Background: an optimization exercise with open tools, aiming at small area, a short achievable clock period and few clock cycles per item. Do not read the settings as production practice.
At most, simulation tests tie the RTL to the original design; equivalence was not proved.

==> flow/design.v (excerpt) <==
module conv_top (
	input  logic        clk,
	input  logic        rst_n,
	input  logic        filter_valid,
	input  logic        image_valid,
	input  logic [3:0]  image_size,
	input  logic        pad_mode,
	input  logic        act_mode,
	input  logic [7:0]  in_data,
	output logic        out_valid,
	output logic [15:0] out_data
);
	logic [3:0]  fcnt;
	logic        fen;
	logic [71:0] weights;
	assign fen = filter_valid && (fcnt != 4'd9);
	always_ff @(posedge clk or negedge rst_n) begin
		if (!rst_n) begin
			fcnt <= '0;
		end else if (!filter_valid) begin
			fcnt <= '0;
		end else if (fen) begin
			fcnt <= fcnt + 4'd1;
		end
	end
	always_ff @(posedge clk) begin
		if (fen) begin
			weights <= {in_data, weights[71:8]};
		end
	end
	logic       active;    
	logic       tail;      
	logic       prod_on;   
	logic [2:0] nm1;       
	logic [5:0] lsel;      
	logic       padm;
	logic       actm;
	logic [2:0] ir, ic;    
	logic [2:0] orow, ocol;
	logic       start;
	logic       shift;
	logic       prod;
	logic       wv;
	logic [23:0] psel_d, psel;
	assign start = image_valid && !active;
	assign shift = image_valid || tail;
	assign prod  = prod_on ? tail || image_valid
	                       : image_valid && !start && (ir == 3'd1) && (ic == 3'd1);
	always_ff @(posedge clk or negedge rst_n) begin
		if (!rst_n) begin
			active  <= 1'b0;
			tail    <= 1'b0;
			prod_on <= 1'b0;
			nm1     <= '0;
			lsel    <= '0;
			padm    <= 1'b0;
			actm    <= 1'b0;
			ir      <= '0;
			ic      <= '0;
			orow    <= '0;
			ocol    <= '0;
			wv      <= 1'b0;
		end else begin
			wv <= prod;
			if (start) begin
				active <= 1'b1;
				nm1    <= 3'(image_size - 4'd1);
				padm   <= pad_mode;
				actm   <= act_mode;
				for (int k = 0; k < 6; k++) lsel[k] <= (image_size == 4'(k + 3));
				ir     <= 3'd0;
				ic     <= 3'd1;
				orow   <= 3'd0;
				ocol   <= 3'd0;
			end else if (image_valid) begin
				if (ic == nm1) begin
					ic <= 3'd0;
					ir <= ir + 3'd1;
					if (ir == nm1) tail <= 1'b1;
				end else begin
					ic <= ic + 3'd1;
				end
			end
			if (prod) begin
				prod_on <= 1'b1;
				if (ocol == nm1) begin
					ocol <= 3'd0;
  ...
clock: 18.0 ns
lec_check: 0
abc_area: 1
cap_margin: 20
core_margin: 2
core_utilization: 40
slew_margin: 20
synth_hierarchical: 1
synth_minimum_keep_size: 0
standard.sh (not shown) runs the stock make flow with config.mk's settings and CLKGATE_MAP_FILE= SYNTH_SCRIPT=/design/flow/synth_recipe.tcl, a recipe that flattens the netlist after the stock synthesis.
==> flow/flow/run.sh <==
#!/bin/bash
# The standard layout, with the resizer's setup repair aimed at a margin below the
# clock period (the period and constraints themselves are unchanged).
set -euo pipefail
bash standard.sh SETUP_SLACK_MARGIN=13 finish > flow_make.log 2>&1
The baseline passed the timing, design-rule and antenna checks.
Then changed:
==> flow/run.sh (new file) <==
#!/bin/bash
# synth_recipe.tcl (not shown) runs the flow's synth.tcl, then flattens the netlist and writes it again
# the make line also repeats each setting of config.mk as NAME=value (left out here)
make -C /OpenROAD-flow-scripts/flow DESIGN_CONFIG=/design/flow/config.mk WORK_HOME=/design/flow/orfs CLKGATE_MAP_FILE= SYNTH_SCRIPT=/design/flow/synth_recipe.tcl finish
removed: flow/flow/run.sh
removed: flow/standard.sh
Result: The new run completed without violations; register-to-register slack degrades by 0.47 ns; wire length falls by a few percent; design area drops by a few percent; count of clock-buffer cells in the layout grows by 1; final cell count fell by a few percent; first-iteration DRC count came out lower by a few percent; via count decreases by a few percent; hold slack gains 0.0036 ns; non-clock buffer count goes down by 155; area after synthesis does not change.
No functional check of the RTL was part of any run of this note.

* * *

Another version of the RTL of conv_top (not shown whole).
For scale: about 35 I/O pins.
Settings: LEC_CHECK=0, CAP_MARGIN=20, CORE_MARGIN=2, CORE_UTILIZATION=40, SLEW_MARGIN=20, SYNTH_HIERARCHICAL=1, SYNTH_MINIMUM_KEEP_SIZE=0; clock period 18.0 ns.
==> flow/flow/run.sh <==
#!/bin/bash
# The standard layout, with the resizer's setup repair aimed at a margin below the
# clock period (the period and constraints themselves are unchanged).
set -euo pipefail
bash standard.sh SETUP_SLACK_MARGIN=13 finish > flow_make.log 2>&1
The baseline finished clean.
Testbench counts at the start, summed over its fixed seeds: cycles 5,996, results 4,631.
Change:
==> flow/run.sh (new file) <==
#!/bin/bash
# synth_recipe.tcl (not shown) runs the flow's synth.tcl, then flattens the netlist and writes it again
# the make line also repeats each setting of config.mk as NAME=value (left out here)
make -C /OpenROAD-flow-scripts/flow DESIGN_CONFIG=/design/flow/config.mk WORK_HOME=/design/flow/orfs CLKGATE_MAP_FILE= SYNTH_SCRIPT=/design/flow/synth_recipe.tcl finish
removed: flow/flow/run.sh
removed: flow/standard.sh
After rerunning:
- The new run went through all stages and came out clean
- global-route usage decreases by 0.20 points
- final cell count shrinks by 5.1%
- final area came out lower by 5.6%
- count of clock-buffer cells in the layout is lower by 1
- wire length decreases by 2.8%
- critical path depth is unchanged
- worst hold slack hardly moves
- non-clock buffer count falls by 180

* * *

## run A
Another version of the RTL of conv_top (not shown whole).
Size in the first run: ~2500 cells after synthesis, about 35 I/O pins.
Design conv_top, start of the top module:
module conv_top (
	input  logic        clk,
	input  logic        rst_n,
	input  logic        filter_valid,
	input  logic        image_valid,
	input  logic [3:0]  image_size,
	input  logic        pad_mode,
	input  logic        act_mode,
	input  logic [7:0]  in_data,
	output logic        out_valid,
	output logic [15:0] out_data
);
==> flow/config.mk <==
export PLATFORM = sky130hd
export DESIGN_NAME = conv_top
export DESIGN_NICKNAME = conv_top
export VERILOG_FILES = /design/flow/design.v
export SDC_FILE = /design/flow/constraint.sdc
export NUM_CORES = 4
export LEC_CHECK = 0
export CAP_MARGIN = 20
export CORE_MARGIN = 2
export CORE_UTILIZATION = 40
export SLEW_MARGIN = 20
export SYNTH_HIERARCHICAL = 1
export SYNTH_MINIMUM_KEEP_SIZE = 0
==> flow/constraint.sdc <==
create_clock -name core_clock -period 18.0 [get_ports {clk}]
set_input_delay 3.6000 -clock core_clock [delete_from_list [all_inputs] [get_ports {clk}]]
set_output_delay 3.6000 -clock core_clock [all_outputs]
set_load 0.01 [all_outputs]
==> flow/flow/run.sh <==
#!/bin/bash
# The standard layout, with the resizer's setup repair aimed at a margin below the
# clock period (the period and constraints themselves are unchanged).
set -euo pipefail
bash standard.sh SETUP_SLACK_MARGIN=13.3 finish > flow_make.log 2>&1
Testbench counts of run A, summed over its fixed seeds: cycles 5,996, results 4,631.
The following lists how run B was set up differently from run A:
- CORE_UTILIZATION: 40 -> 55
- CTS_CLUSTER_DIAMETER: unset -> 80
- CTS_CLUSTER_SIZE: unset -> 35
==> flow/flow/run.sh <==
#!/bin/bash
# The standard layout, with the resizer's setup repair aimed at a margin below the
# clock period (the period and constraints themselves are unchanged).
set -euo pipefail
bash standard.sh SETUP_SLACK_MARGIN=13.4 finish > flow_make.log 2>&1
## What came out
- Result for run A and run B: all clean
- As far as fraction of the cycle the final worst path needs is concerned, run B and run A perform about the same.
- In the tables for run A and run B, worst setup slack after placement reads lower with run B.
- Between run A and run B, the difference in number of multi-input combinational cells is negligible.
- Cell area delta (run B − run A): favourable
- Per the comparison of run B with run A, wire length shrank by 3.9%, via count grew by 340.
- Area occupied by registers: run B vs run A, no meaningful difference
- Share of cell area taken by multi-input logic gates was lower in run A than in run B.
- When the final numbers for run A and run B were put side by side, the count of placed standard cells including taps turned out to be greater in run A.
### run B -> run C
- CTS_CLUSTER_DIAMETER now 60, was 80
- CTS_CLUSTER_SIZE now 25, was 35
==> summary.txt <==
Run C did not stop at any stage, and its layout met the timing, design-rule and antenna checks. Compared with run B, run C shows a lower shortest clock period the worst path allows after layout. Run C has later-pin clock latency in the skew report below what run B had. Diff run C and run B: met3 capacity usage during global routing higher in run C. Diff run C..run B | total setup buffers inserted after CTS | unchanged.

* * *

## P
Another version of the RTL of conv_top (not shown whole).
Size in the first run: roughly 2500 cells after synthesis, ~35 I/O pins.
==> flow/config.mk <==
export PLATFORM = sky130hd
export DESIGN_NAME = conv_top
export DESIGN_NICKNAME = conv_top
export VERILOG_FILES = /design/flow/design.v
export SDC_FILE = /design/flow/constraint.sdc
export NUM_CORES = 4
export LEC_CHECK = 0
export CAP_MARGIN = 20
export CORE_MARGIN = 2
export CORE_UTILIZATION = 55
export CTS_CLUSTER_DIAMETER = 60
export CTS_CLUSTER_SIZE = 25
export SLEW_MARGIN = 20
export SYNTH_HIERARCHICAL = 1
export SYNTH_MINIMUM_KEEP_SIZE = 0
==> flow/constraint.sdc <==
create_clock -name core_clock -period 18.0 [get_ports {clk}]
set_input_delay 3.6000 -clock core_clock [delete_from_list [all_inputs] [get_ports {clk}]]
set_output_delay 3.6000 -clock core_clock [all_outputs]
set_load 0.01 [all_outputs]
==> flow/flow/run.sh <==
#!/bin/bash
# The standard layout, with the resizer's setup repair aimed at a margin below the
# clock period (the period and constraints themselves are unchanged).
set -euo pipefail
bash standard.sh SETUP_SLACK_MARGIN=13.3 finish > flow_make.log 2>&1
P completed; timing, DRC and antenna clean
Testbench counts of P, summed over its fixed seeds: cycles 5,996, results 4,631.
Here is what was changed in the inputs of Q compared with P.
--- a/flow/flow/run.sh
+++ b/flow/flow/run.sh
@@ -5 +5 @@
-bash standard.sh SETUP_SLACK_MARGIN=13.3 finish > flow_make.log 2>&1
+bash standard.sh SETUP_SLACK_MARGIN=13.4 finish > flow_make.log 2>&1
==> summary.txt <==
- Sort P and Q by time the final worst path needs with I/O delays and setup desc -> top: Q
- Summary of Q over P: worst hold slack roughly the same; fraction of met3 tracks used by global routing higher; clock-cell share of area roughly the same.

[afterwards: timing with drivers on the ports]
The flow's constraints put no driver on any port. The routed layouts listed below were extracted and timed again, unchanged, in two steps.
Step 1: set_driving_cell puts a clkbuf_16 on clk and a buf_2 on each other input, an assumption about the parent block.
Step 2 also shifts input and output timing later by t, the mid clock arrival at the registers, as if the neighbouring blocks saw the same clock.
a / b / c = ideal / step 1 / step 2; a / b = the first two.
run | shift t [ns] | setup slack, ns | latest minus earliest clock arrival (ns) | pins driven straight from the clock port
the first run of note 1 | 0.677 | 13.039 / 13.072 / 12.405 | 0.049 / 0.049 | 1
the second run of note 1 | 0.670 | 12.312 / 12.360 / 11.690 | 0.029 / 0.030 | 1
the first run of note 2 | 0.651 | 12.947 / 12.947 / 12.604 | 0.038 / 0.038 | 1
the second run of note 2 | 0.650 | 12.005 / 12.005 / 11.590 | 0.033 / 0.034 | 1
run A | 0.667 | 13.271 / 13.211 / 12.807 | 0.047 / 0.046 | 1
run B | 0.677 | 13.261 / 13.199 / 12.854 | 0.046 / 0.046 | 1
run C | 0.651 | 13.318 / 13.256 / 12.864 | 0.037 / 0.037 | 1
P | 0.641 | 13.305 / 13.243 / 12.793 | 0.042 / 0.042 | 1
Q | 0.653 | 13.302 / 13.238 / 12.848 | 0.055 / 0.054 | 1
After both steps setup and hold are still met in every run listed. The setup slack of the first run of note 1, which loses most, moves by +0.033 ns with the drivers and by -0.634 ns with both steps.
